Source: an optimization exercise on an open RTL-to-GDS flow (aim: small area, a short achievable clock period and few clock cycles per item). Production flows keep margins and buffers that such runs may drop. In this exercise RTL edits were held to simulation tests only and were not proved equivalent to the original.

==> flow/design.v (outline; a module is shown in full before it is edited, if it fits) <==
// module asl_cordic: 328 lines
// module asl_slew_mul: 1828 lines
// module angle_slew_limiter_unit: 1471 lines
module angle_slew_limiter_unit
(
    input  logic                                   clk,
    input  logic                                   rst_n,
    input  logic                                   cfg_valid,
    output logic                                   cfg_ready,
    input  logic [asl_pkg::RATE_W-1:0]             cfg_max_rate,
    input  logic                                   frame_valid,
    output logic                                   frame_ready,
    input  logic signed [asl_pkg::VEC_WIDTH-1:0]   frame_tgt_x,
    input  logic signed [asl_pkg::VEC_WIDTH-1:0]   frame_tgt_y,
    input  logic signed [asl_pkg::VEC_WIDTH-1:0]   frame_src_x,
    input  logic signed [asl_pkg::VEC_WIDTH-1:0]   frame_src_y,
    input  logic [asl_pkg::STAMP_W-1:0]            frame_stamp_us,
    output logic                                   result_valid,
    input  logic                                   result_ready,
    output logic signed [asl_pkg::OUT_ANGLE_W-1:0] result_angle,
    output logic                                   result_was_limited,
    output logic                                   result_was_held
);
  // ...
==> flow/run.sh <==
#!/bin/bash
# synth_recipe.tcl (not shown) runs the flow's synth.tcl, then flattens the netlist and writes it again
# the make line also repeats each setting of config.mk as NAME=value (left out here)
make -C /OpenROAD-flow-scripts/flow DESIGN_CONFIG=/design/flow/config.mk WORK_HOME=/design/flow/orfs CLKGATE_MAP_FILE= SYNTH_SCRIPT=/design/flow/synth_recipe.tcl finish
==> flow/config.mk <==
export PLATFORM = sky130hd
export DESIGN_NAME = angle_slew_limiter_unit
export DESIGN_NICKNAME = angle_slew_limiter_unit
export VERILOG_FILES = /design/flow/design.v
export SDC_FILE = /design/flow/constraint.sdc
export NUM_CORES = 4
export LEC_CHECK = 0
export ABC_AREA = 1
export ABC_CLOCK_PERIOD_IN_PS = 4500
export CAP_MARGIN = 20
export CORE_MARGIN = 2
export CORE_UTILIZATION = 45
export SETUP_SLACK_MARGIN = 3.3
export SLEW_MARGIN = 20
==> flow/constraint.sdc <==
create_clock -name core_clock -period 7.5 [get_ports {clk}]
set_input_delay 1.5000 -clock core_clock [delete_from_list [all_inputs] [get_ports {clk}]]
set_output_delay 1.5000 -clock core_clock [all_outputs]
set_load 0.01 [all_outputs]
==> run summary, run 1 <==
Outcome: finished clean
Syn Area/Cell: 8.98 sq um
Synth Area in Simple Gates: 0.135
Commonest non-fill, non-tap cell in the layout: nand2_1
R2R Setup Slk: 3270 ps
Clock buffer depth: 3
Clkbuf count: 242
Residual DRC: 0
CP max stage cell: dfrtp_2
Signal buffers share of area: 0.0312
Largest net degree at the start of global routing: 76
Dpl cell area: 109,000 sq um
Sequential Area: 37,300 sq um
Worst R2R Path Depth: 23
Area share of the largest cell type after synthesis: 0.247
Worst path cell trace: clkinvlp_4 > ha_4 > ha_4 > a31o_4 > a21oi_4 > o221a_4 > o31ai_4 > buf_4 > nor2_4 > or2_4 > buf_6 > ha_4 > nand2_2 > nand3b_1 > nand2_4 > buf_12 > clkbuf_16 > nand2_2 > o21ai_2 > nand2_2 > nand3_4 > a21boi_4 > clkbuf_16
Post-Place Cells: 14,600
Clock-cell share of area: 0.0547
Final hold vios: 0
Delay-heaviest family, CP: simple AND/OR/NAND/NOR gates
Most frequent cells in the layout: nand2_1 (1,716), inv_1 (1,544), dfxtp_1 (1,245)
Leading area contributor after synthesis: dfxtp_1
Seq area share: 0.313
Cells after synthesis: 11,600
Area of the multi-input gates: 61,600 sq um
Hold Crit Class: flip-flop to flip-flop
Hold Crit Depth: 0
Final period utilization: 0.564
Comb_multi_in: 8,034
Port bufs: 152
Critical path origin: cur_q[1]
Initial DRC count: 4,665
Setup ws final: 3270 ps
Post-route cell area: 119,000 sq um
Vias per cell: 5.16
Testbench counts, summed over its fixed seeds: cycles 2,560, items 2,048.
==> run 2, diff against run 1 <==
--- a/flow/design.v
+++ b/flow/design.v
@@ -3592,47 +3592,55 @@
         else if (v[SST])
             cur_q <= new_angle;
     end
     localparam int FD    = DEPTH - 1;
     localparam int FPW   = (FD > 1) ? $clog2(FD) : 1;
     logic [17:0] mem [FD];
     logic [FPW-1:0] wp_q, rp_q;
     logic [CNT_W-1:0] fcnt_q;
-    logic [17:0] res_d, out_q;
-    logic out_free, fifo_nz, push, pop;
+    logic [17:0] res_d, pend_d, out_q;
+    logic [1:0]  lh_q;
+    logic pend_q;
+    logic out_free, fifo_nz, push, pop, direct;
     assign res_d    = {new_angle, limd, held_s};
+    assign pend_d   = {cur_q, lh_q};
     assign out_free = !rv_q || result_ready;
     assign fifo_nz  = (fcnt_q != '0);
-    assign push = v[SST] && !(out_free && !fifo_nz);
-    assign pop  = out_free && fifo_nz;
+    assign direct = out_free && !fifo_nz && !pend_q;
+    assign push   = pend_q && !(out_free && !fifo_nz);
+    assign pop    = out_free && fifo_nz;
     always_ff @(posedge clk)
     begin
         if (push)
-            mem[wp_q] <= res_d;
+            mem[wp_q] <= pend_d;
         if (out_free)
-            out_q <= fifo_nz ? mem[rp_q] : res_d;
+            out_q <= fifo_nz ? mem[rp_q] : (pend_q ? pend_d : res_d);
+        if (v[SST])
+            lh_q <= {limd, held_s};
     end
     always_ff @(posedge clk or negedge rst_n)
     begin
         if (!rst_n)
         begin
             wp_q   <= '0;
             rp_q   <= '0;
             fcnt_q <= '0;
             rv_q   <= 1'b0;
+            pend_q <= 1'b0;
         end
         else
         begin
             if (push)
                 wp_q <= (wp_q == FPW'(FD - 1)) ? '0 : wp_q + 1'b1;
             if (pop)
                 rp_q <= (rp_q == FPW'(FD - 1)) ? '0 : rp_q + 1'b1;
             fcnt_q <= fcnt_q + CNT_W'(push) - CNT_W'(pop);
+            pend_q <= v[SST] && !direct;
             if (out_free)
-                rv_q <= fifo_nz || v[SST];
+                rv_q <= fifo_nz || pend_q || v[SST];
         end
     end
     assign result_valid       = rv_q;
     assign result_angle       = out_q[17:2];
     assign result_was_limited = out_q[1];
     assign result_was_held    = out_q[0];
 endmodule
==> flow/config.mk (replaced) <==
export PLATFORM = sky130hd
export DESIGN_NAME = angle_slew_limiter_unit
export DESIGN_NICKNAME = angle_slew_limiter_unit
export VERILOG_FILES = /design/flow/design.v
export SDC_FILE = /design/flow/constraint.sdc
export NUM_CORES = 4
export LEC_CHECK = 0
export ABC_AREA = 1
export ABC_CLOCK_PERIOD_IN_PS = 4000
export CAP_MARGIN = 20
export CORE_MARGIN = 2
export CORE_UTILIZATION = 45
export SETUP_SLACK_MARGIN = 3.3
export SLEW_MARGIN = 20
==> run 2 against run 1 <==
Against the previous run:
- still clean on timing, DRC and antenna
- clock skew shrank 29 ps
- final cell count is essentially flat
- register-to-register slack gained 70 ps
- global-route usage shrank 0.36 points
- design area shrank 0.60%
- fmax grew 1.7%
- synthesized cell count grew 0.14%
- worst hold slack gained 45 ps
- wire length shrank 2.3%
==> run summary, run 2 <==
Post-synth EDFFs: 290
Synth unique cells: 76
NumNets Final: 13,500
CP Max Fanout: 3
Post-route cell area: 118,000 sq um (-0.60%)
Area share of the largest cell type after synthesis: 0.247 (about the same)
Cells after synthesis: 11,600 (+0.14%)
Crit start category: flip-flop
CTS tree: done
Hold_buf cts: 0
Root buffer cell: clkbuf_16
Final Skew: 54.2 ps
WP data required: 8220 ps
Largest stage delay on the critical path: 550 ps
Commonest non-fill, non-tap cell in the layout: nand2_1
Leading area contributor after synthesis: dfxtp_1
Worst-path clk slew: 60 ps
Max FFs per register: 270
Clock buffer depth: 3 (unchanged)
Initial DRC count: 4,977 (+6.7%)
WS Path Type: flip-flop to flip-flop
Layout area overhead: 13.9%
Mapped Area: 104,000 sq um
First-pass GRT wire length: 410 mm
Syn_nets: 13,200
Final Max Tran Viols: 0
Most common cell in the netlist: nand2_1
Die area: 235,000 sq um
Largest net degree at the start of global routing: 65 (-14%)
Outcome: finished clean
Most frequent cells in the layout: nand2_1 (1,655), inv_1 (1,560), dfxtp_1 (1,234)
Core Area: 230,000 sq um
Layout cell share with drive strength beyond 1: 0.0800
Grt total ovfl: 0
Ys async rst share: 0.0681
Die Width: 485 um
Final Critical Period: 4160 ps
Crit path DAT: 4880 ps
Slew @ Worst Pin: 1020 ps
Vias: 77,800
Max Fclk: 240 MHz
Crit. End Element: flip-flop
Unrepaired setup endpoints after global routing: yes
Post-route antenna net violation count: 0
Post-synth top cells: nand2_1 (1,711), inv_1 (1,598), dfxtp_1 (1,283)
Ys flop type: dfxtp_1
CP max stage cell: fa_1
TNS Setup: 0 ps
Port bufs: 152 (unchanged)
Skew-Pair Late Insertion Delay: 850 ps
Initial antenna violation count: 3
Syn. warnings: 6
Register area share after synthesis: 0.358
Residual DRC: 0 (unchanged)
Finish-stage setup viols: 0
Fillers: 21,100
Worst path cell trace: clkinvlp_4 > ha_4 > fa_1 > fa_1 > inv_1 > fa_1 > fa_1 > ha_4 > a21oi_1 > o21ai_1 > nor2_2 > nor2_1 > a2111o_1 > a21oi_2 > o21ai_1
Dpl cell area: 109,000 sq um (about the same)
Most flop-heavy register: mem
Vias in the first global route: 77,700
Max_slew headroom: 0.313
Clk sink count: 1,688
Synthesized flop and latch total: 1,688
Vias per cell: 5.15 (-0.31%)
Hold Crit Class: flip-flop to flip-flop
Max Cap Viol: 0
Final hold vios: 0 (unchanged)
Drt wl/cell: 17.0 um
WP buf/inv: 2
Largest registers: mem: 270 flops, lim_p: 180 flops
Final period utilization: 0.555 (-0.00915)
Synth area leaders: dfxtp_1 (25%), ha_1 (11%), fa_1 (11%)
RePlAce Congestion: 0.927
Initial cell density of the core: 0.452
Syn Area/Cell: 8.96 sq um (-0.24%)
DP Wirelength: 195 mm
Htree depth: 4
DRT Pass-1 Iters: 6
Most common cell on crit path: fa_1
Ports: 154
Rows: 176
Delay-heaviest family, CP: adder cells
Total GRT Usage: 0.214
Routed WL: 257 mm
CTS buffer count: 182
DIE HEIGHT: 485 um
[run 2: changes by cell type after synthesis, moves of 9 or more]
cell | before | now
a21boi_0 | 39 | 28
nand2_1 | 1779 | 1711
a21oi_1 | 618 | 673
clkbuf_1 | 189 | 179
a22o_1 | 1 | 11
xnor2_1 | 296 | 327
xor2_1 | 1167 | 1135
inv_1 | 1583 | 1598
nor3_1 | 142 | 128
o21ai_0 | 507 | 554
nor2_1 | 648 | 699
nor3_2 | 19 | 9
o21ai_1 | 43 | 34
[run 2: cell type report]
type / count / area [sq um] / share of cell area
clock inverter: 78 / 1200 / 0.0101
clock buffer: 257 / 5310 / 0.0449
tap: 3026 / 3790 / 0.0320
inverter: 1633 / 6220 / 0.0525
timing repair buffer: 385 / 3450 / 0.0291
antenna: 2 / 5.00 / 0.0000423
sequential: 1688 / 37400 / 0.316
multi-input combinational: 8041 / 61000 / 0.515
[run 2: worst paths after layout]
| kind | start | slack [ps] | endpoint | cells after the start |
|---|---|---|---|---|
| worst max-delay path | ds_w[3] | 3340 | zs_cq | 15 |
| worst min-delay path | lim_p[7][6] | 300 | lim_p[8][6] | 0 |
| worst max register to register | ds_w[3] | 3340 | zs_cq | 15 |
| worst min register to register | lim_p[7][6] | 300 | lim_p[8][6] | 0 |
| max in group asynchronous | rst_n | 5540 | rate_q[0] | 2 |
| min in group asynchronous | rst_n | 590 | rp_q[2] | 1 |
[run 2: cells by family (layout without fill, tap and decap cells)]
logic type,Yosys count,in the layout,synth area share
mux,5,5,0.000481
flops,1688,1688,0.358
simple gates,3226,3233,0.131
compound gates,1897,1897,0.105
xor+xnor,1463,1463,0.123
other cells,1,3,0.0000361
buf+inv,1885,2353,0.0687
fa+ha+maj,1442,1442,0.213
[run 2: routing by layer]
metal / wire, um / global-route usage / vias to the layer above
li1: - / - / 38600
met1: 115000 / 0.283 / 36900
met2: 123000 / 0.365 / 1900
met3: 12000 / 0.0272 / 440
met4: 7300 / 0.0655 / 0
met5: 0 / 0 / -
[run 2: worst reg2reg max path, delay by kind of cell (launching register included)]
kind                     cells  cell delay [ps]
adder cells (fa/ha/maj)      6             2500
AO/OA/AOI/OAI                5              770
flip-flops                   1              370
AND/OR/NAND/NOR              2              230
buffers and inverters        2              170
[run 2: metrics by stage]
stage                     utilization  cells  setup WS [ps]  hold slack (ps)
after global routing            0.515  15100           3150              315
after detailed placement        0.473  14600           1960              312
final                           0.515  15100           3340              302
after CTS                       0.505  15000           3290              304
after global placement          0.473  14600           2020              310
after floorplan                     -  11600           3270              310
[run 2: timing repair]
item | 4_1_cts | 5_1_grt
gates cloned | 3 | 7
endpoints found under the setup margin | 152 | 180
resized for setup | 167 | 314
pin swaps | 42 | 108
setup buffers | 51 | 120
Testbench counts of run 2, summed over its fixed seeds: cycles 2,560, items 2,048.
==> run 3, diff against run 2 <==
--- a/flow/config.mk
+++ b/flow/config.mk
@@ -6,7 +6,7 @@
 export NUM_CORES = 4
 export LEC_CHECK = 0
 export ABC_AREA = 1
-export ABC_CLOCK_PERIOD_IN_PS = 4000
+export ABC_CLOCK_PERIOD_IN_PS = 4500
 export CAP_MARGIN = 20
 export CORE_MARGIN = 2
 export CORE_UTILIZATION = 45
==> run 3 against run 2 <==
Against the previous run:
- core utilization is the same
- synthesized cell count is the same
- flip-flop and latch count is the same
- non-clock buffer count is the same
- count of clock-buffer cells in the layout is the same
- worst hold slack is the same
==> run summary, run 3 <==
Htree depth: 4 (unchanged)
NumNets Final: 13,500 (unchanged)
Hold Crit Class: flip-flop to flip-flop
Fin util: 0.515 (unchanged)
Drt wl/cell: 17.0 um (unchanged)
Rows: 176 (unchanged)
DP Wirelength: 195 mm (unchanged)
Routed WL: 257 mm (unchanged)
First-pass GRT wire length: 410 mm (unchanged)
Critical path origin: ds_w[3]
Worst Hold Launch: lim_p[7][6]
Max Cap Viol: 0 (unchanged)
Syn Area/Cell: 8.96 sq um (unchanged)
Clk sink count: 1,688 (unchanged)
Worst reg2reg path startpoint: ds_w[3]
Commonest non-fill, non-tap cell in the layout: nand2_1
Vias per cell: 5.15 (unchanged)
Mapped Area: 104,000 sq um (unchanged)
Post-route antenna net violation count: 0 (unchanged)
Grt total ovfl: 0 (unchanged)
WS Path Type: flip-flop to flip-flop
Final period utilization: 0.555 (unchanged)
Worst-path clk slew: 60 ps (about the same)
Unrepaired setup endpoints after global routing: yes
Finish-stage setup viols: 0 (unchanged)
Most flop-heavy register: mem
Hold slack final: 302 ps (unchanged)
Ys flop type: dfxtp_1
Cells after synthesis: 11,600 (unchanged)
Port bufs: 152 (unchanged)
Crit path DAT: 4880 ps (about the same)
Max FFs per register: 270 (unchanged)
CTS tree: done
Die Width: 485 um (unchanged)
Vias in the first global route: 77,700 (unchanged)
Crit start category: flip-flop
Outcome: finished clean
Synthesized flop and latch total: 1,688 (unchanged)
Slew @ Worst Pin: 1020 ps (unchanged)
Vias: 77,800 (unchanged)
Root buffer cell: clkbuf_16
Core Area: 230,000 sq um (unchanged)
Crit. End Element: flip-flop
WP data required: 8220 ps (about the same)
Most frequent cells in the layout: nand2_1 (1,655), inv_1 (1,560), dfxtp_1 (1,234)
Final Critical Period: 4160 ps (unchanged)
Ports: 154 (unchanged)
DRT Pass-1 Iters: 6 (unchanged)
Post-synth EDFFs: 290 (unchanged)
Final hold vios: 0 (unchanged)
Clock buffer depth: 3 (unchanged)
Skew-Pair Late Insertion Delay: 850 ps (about the same)
Synth unique cells: 76 (unchanged)
Dpl cell area: 109,000 sq um (unchanged)
Largest net degree at the start of global routing: 65 (unchanged)
Register area share after synthesis: 0.358 (unchanged)
Area share of the largest cell type after synthesis: 0.247 (unchanged)
Residual DRC: 0 (unchanged)
RePlAce Congestion: 0.927 (unchanged)
Layout area overhead: 13.9% (unchanged)
Total GRT Usage: 0.214 (unchanged)
Non-Filler Instances: 15,100 (unchanged)
Final Max Tran Viols: 0 (unchanged)
Post-Place Cells: 14,600 (unchanged)
Post-route cell area: 118,000 sq um (unchanged)
Final Skew: 54.2 ps (unchanged)
TNS Setup: 0 ps (unchanged)
Max_slew headroom: 0.313 (unchanged)
Max Fclk: 240 MHz (unchanged)
Initial cell density of the core: 0.452 (unchanged)
Largest registers: mem: 270 flops, lim_p: 180 flops
Initial DRC count: 4,977 (unchanged)
Syn. warnings: 6 (unchanged)
Ys async rst share: 0.0681 (unchanged)
Post-synth top cells: nand2_1 (1,711), inv_1 (1,598), dfxtp_1 (1,283)
CTS buffer count: 182 (unchanged)
Die area: 235,000 sq um (unchanged)
DIE HEIGHT: 485 um (unchanged)
Setup ws final: 3340 ps (unchanged)
Layout cell share with drive strength beyond 1: 0.0800 (unchanged)
Leading area contributor after synthesis: dfxtp_1
Synth area leaders: dfxtp_1 (25%), ha_1 (11%), fa_1 (11%)
Syn_nets: 13,200 (unchanged)
DP Worst Slack: 1960 ps (unchanged)
Initial antenna violation count: 3 (unchanged)
Most common cell in the netlist: nand2_1
CP Max Fanout: 3 (unchanged)
## run 3: path summary, 6_finish.rpt
check,slack [ps],endpoint,cells past startpoint
setup / recovery,3340,zs_cq,15
hold / removal,300,lim_p[8][6],0
setup reg to reg,3340,zs_cq,15
hold reg to reg,300,lim_p[8][6],0
max in group asynchronous,5540,rate_q[0],2
min in group asynchronous,590,rp_q[2],1
## run 3: logic make-up (layout without fill, tap and decap cells)
family / after synthesis / in the layout / share of synthesized area
adder cells (fa/ha/maj): 1442 / 1442 / 0.213
AO/OA/AOI/OAI: 1897 / 1897 / 0.105
AND/OR/NAND/NOR: 3226 / 3233 / 0.131
flip-flops: 1688 / 1688 / 0.358
other: 1 / 3 / 0.0000361
XOR/XNOR: 1463 / 1463 / 0.123
buffers and inverters: 1885 / 2353 / 0.0687
multiplexers: 5 / 5 / 0.000481
## run 3: final cells by class
cell class,instances,area (sq um)
clock buffers,257,5310
fillers,21100,111000
clock inverters,78,1200
multi-input cells,8041,61000
inverters,1633,6220
diodes,2,5.00
well taps,3026,3790
repair buffers,385,3450
flip-flops and latches,1688,37400
## run 3: routing by layer
metal | track usage | vias to the layer above | share of wire
li1 | - | 38600 | -
met5 | 0 | - | 0
met4 | 0.0655 | 0 | 0.028
met1 | 0.283 | 36900 | 0.45
met2 | 0.365 | 1900 | 0.48
met3 | 0.0272 | 440 | 0.046
## run 3: timing repair
action	4_1_cts	5_1_grt
endpoints found under the setup margin	152	180
resized for setup	167	314
endpoints found under the hold margin	0	0
pin swaps	42	108
setup buffers	51	120
gates cloned	3	7
hold buffers	0	0
## run 3: worst max-delay path, stage by stage (launching register included)
cell	delay, ps
dfxtp_4	370
clkinvlp_4	110
ha_4	300
fa_1	440
fa_1	540
inv_1	60
fa_1	450
fa_1	550
ha_4	220
a21oi_1	110
o21ai_1	90
nor2_2	170
nor2_1	60
a2111o_1	370
a21oi_2	140
o21ai_1	60
==> run 4, diff against run 3 <==
--- a/flow/config.mk
+++ b/flow/config.mk
@@ -6,9 +6,9 @@
 export NUM_CORES = 4
 export LEC_CHECK = 0
 export ABC_AREA = 1
-export ABC_CLOCK_PERIOD_IN_PS = 4500
+export ABC_CLOCK_PERIOD_IN_PS = 4000
 export CAP_MARGIN = 20
 export CORE_MARGIN = 2
 export CORE_UTILIZATION = 45
-export SETUP_SLACK_MARGIN = 3.3
+export SETUP_SLACK_MARGIN = 3.5
 export SLEW_MARGIN = 20
==> run 4 against run 3 <==
Against the previous run:
- synthesized area stayed put
- setup slack better by 5.1 ps
- synthesized cell count is the same
- critical path type unchanged
- count of clock-buffer cells in the layout shrank 12
- highest routed layer is now met5
- worst hold slack about the same
- flip-flop and latch count is the same
- design area rose by 1.9%
- first-iteration DRC count is 1.6% higher
- fmax increased by 0.12%
==> run summary, run 4 <==
Ports: 154 (unchanged)
Post-route antenna net violation count: 0 (unchanged)
Setup ws final: 3350 ps (+5.14 ps)
Synth area leaders: dfxtp_1 (25%), ha_1 (11%), fa_1 (11%)
CTS buffer count: 185 (+1.6%)
RePlAce Congestion: 0.911 (-1.7%)
WP data required: 8210 ps (about the same)
Max Fclk: 241 MHz (+0.12%)
DIE HEIGHT: 485 um (unchanged)
Hold slack final: 301 ps (-0.348 ps)
Skew-Pair Late Insertion Delay: 860 ps (about the same)
Total GRT Usage: 0.216 (+0.00217)
Root buffer cell: clkbuf_16
Outcome: finished clean
Clock buffer depth: 3 (unchanged)
Layout area overhead: 16.0%
Vias per cell: 5.15 (about the same)
DRT Pass-1 Iters: 6 (unchanged)
Residual DRC: 0 (unchanged)
Dpl cell area: 109,000 sq um (+0.35%)
Final Skew: 45.0 ps (-9.22 ps)
Most common cell in the netlist: nand2_1
Hold Crit Class: flip-flop to flip-flop
GRT met1 Usage: 0.278 (-0.00544)
Die area: 235,000 sq um (unchanged)
Clk sink count: 1,688 (unchanged)
Met2 global-route usage: 0.373 (+0.00778)
Post-synth top cells: nand2_1 (1,711), inv_1 (1,598), dfxtp_1 (1,283)
Htree depth: 4 (unchanged)
Worst reg2reg path startpoint: ds_w[3]
Crit. End Element: flip-flop
Max FFs per register: 270 (unchanged)
Grt total ovfl: 0 (unchanged)
R2R Setup Slk: 3350 ps (about the same)
CTS tree: done
Vias: 78,200 (+0.50%)
First-pass GRT wire length: 413 mm (+0.82%)
Most frequent cells in the layout: nand2_1 (1,611), inv_1 (1,530), dfxtp_1 (1,220)
Gr busiest metal: met2
Most flop-heavy register: mem
Post-route cell area: 121,000 sq um (+1.9%)
WS Path Type: flip-flop to flip-flop
Routed WL: 261 mm (+1.5%)
Area share of the largest cell type after synthesis: 0.247 (unchanged)
Post-synth EDFFs: 290 (unchanged)
Syn_nets: 13,200 (unchanged)
Final Max Tran Viols: 0 (unchanged)
Max_slew headroom: 0.277 (-0.0360)
Max Cap Viol: 0 (unchanged)
Layout cell share with drive strength beyond 1: 0.107 (+0.0271)
Vias in the first global route: 78,600 (+1.2%)
Rows: 176 (unchanged)
Initial DRC count: 5,056 (+1.6%)
Synth unique cells: 76 (unchanged)
Largest registers: mem: 270 flops, lim_p: 180 flops
Hold worst-path end: dt_w[2]
Ys flop type: dfxtp_1
Final period utilization: 0.554 (-0.000685)
Hold_buf cts: 0 (unchanged)
Worst r2r dst: zs_cq
Worst R2R Path Depth: 15 (unchanged)
Ys async rst share: 0.0681 (unchanged)
Die Width: 485 um (unchanged)
Leading area contributor after synthesis: dfxtp_1
Post-Place Cells: 14,600 (+0.027%)
TNS Setup: 0 ps (unchanged)
Commonest non-fill, non-tap cell in the layout: nand2_1
DP Wirelength: 196 mm (+0.64%)
Crit start category: flip-flop
Unrepaired setup endpoints after global routing: yes
DP Worst Slack: 2240 ps (+287 ps)
Crit path DAT: 4860 ps (-20 ps)
Worst Hold Launch: u_cor_t.rd_10[2]
Syn Area/Cell: 8.96 sq um (unchanged)
Drt wl/cell: 17.2 um (+0.96%)
Finish-stage setup viols: 0 (unchanged)
Met3 usage: 0.0309 (+0.00365)
CP Max Fanout: 6 (+3)
Final hold vios: 0 (unchanged)
Largest net degree at the start of global routing: 68 (+4.6%)
Initial antenna violation count: 5 (+2)
NumNets Final: 13,600 (+0.53%)
Final Critical Period: 4150 ps (-5.14 ps)
Synthesized flop and latch total: 1,688 (unchanged)
Mapped Area: 104,000 sq um (unchanged)
Cells after synthesis: 11,600 (unchanged)
Non-Filler Instances: 15,200 (+0.51%)
Core Area: 230,000 sq um (unchanged)
Port bufs: 152 (unchanged)
Initial cell density of the core: 0.452 (unchanged)
Syn. warnings: 6 (unchanged)
Register area share after synthesis: 0.358 (unchanged)
Hold Crit Depth: 0 (unchanged)
Worst-path clk slew: 60 ps (about the same)
Slew @ Worst Pin: 1080 ps (+53.7 ps)
run 4: cell count changes in the layout (fill, tap and decap cells not counted), sizes merged:
cell          previous run  this run
clkbuf                 269       246
buf                    226       303
nand2                 1735      1734
inv                   1602      1608
xnor2                  327       328
a21oi                  675       676
diode                    2         4
clkinvlp                25        26
bufinv                  18        17
clkinv                  66        79
dlymetal6s2s             1         2
run 4: cells by family after synthesis:
| kind of cell | after synthesis | share of synthesized area |
|---|---|---|
| and+or+nand+nor | 3226 | 0.131 |
| DFF | 1688 | 0.358 |
| xor gates and xnor gates | 1463 | 0.123 |
| other | 1 | 0.0000361 |
| AOI/OAI and AO/OA | 1897 | 0.105 |
| muxes | 5 | 0.000481 |
| adders and majority gates | 1442 | 0.213 |
| buffers and inverters | 1885 | 0.0687 |
run 4: what timing repair did:
item	CTS	global route
gates resized for setup	373	429
setup buffers	123	115
endpoints found under the setup margin	223	282
cloned	8	2
pin swaps	136	206
run 4: layout make-up:
cell class                      instances  area (sq um)
Antenna cell                            4          10.0
Sequential cell                      1688         37500
Inverter                             1633          6240
Clock buffer                          245          5240
Timing Repair Buffer                  452          4060
Fill cell                           21000        109000
Clock inverter                         97          1270
Tap cell                             3026          3790
Multi-Input combinational cell       8042         62600
run 4: critical path: stages (launching register included):
cell and delay, ps:
dfxtp_4 410, inv_6 70, ha_4 240, fa_1 470
fa_1 530, inv_1 60, fa_1 460, fa_1 540
ha_4 220, a21oi_2 110, o21ai_1 80, nor2_2 150
nor2_1 60, a2111o_1 360, a21oi_2 180, o21ai_2 100
run 4: layer usage:
metal,share of wire,vias to the layer above
li1,-,38700
met1,0.44,37000
met2,0.48,1900
met3,0.047,483
met4,0.033,2
met5,0.00024,-
run 4: worst max path at each step:
stage          cells after the start             from  endpoint
3_3_place_gp                      14  frame_src_y[15]   sx1[16]
6_report                          15          ds_w[3]     zs_cq
5_1_grt                           28         cur_q[2]  out_q[6]
2_1_floorplan                     20  frame_tgt_x[15]   ty1[15]
4_1_cts                           15          ds_w[4]     zs_cq
3_5_place_dp                      14  frame_src_y[15]   sx1[16]
run 4: through the flow:
| step | utilization |
|---|---|
| after floorplan | - |
| after global placement | 0.475 |
| after detailed placement | 0.475 |
| after CTS | 0.513 |
| after global routing | 0.525 |
| final | 0.525 |

-- port drivers added, routing unchanged --
How much do the figures lean on ideal ports? The routed layouts below were timed once more, with nothing changed but the port constraints. Step 1 sets driving cells, clkbuf_16 on the clock port and buf_2 on the other inputs (assumed; they add their load-dependent delay and slew). Step 2 times the ports against the registers' clock, not the clock port: input delays grow and output delays shrink by t, the midpoint of the rising clock arrivals with the driver on. Slacks: ideal ports / drivers / drivers and shift; pairs: ideal ports / drivers.
| run | t (ns) | setup slack, ns | hold slack, ns | worst setup path after step 2 |
|---|---|---|---|---|
| run 1 | 0.915 | 3.271 / 3.271 / 2.698 | 0.256 / 0.256 / 0.256 | input to register |
| run 2 | 0.925 | 3.340 / 3.340 / 2.692 | 0.302 / 0.302 / 0.302 | input to register |
| run 3 | 0.925 | 3.340 / 3.340 / 2.692 | 0.302 / 0.302 / 0.302 | input to register |
| run 4 | 0.934 | 3.345 / 3.345 / 2.800 | 0.301 / 0.301 / 0.301 | input to register |
After both steps every run listed still meets setup and hold.
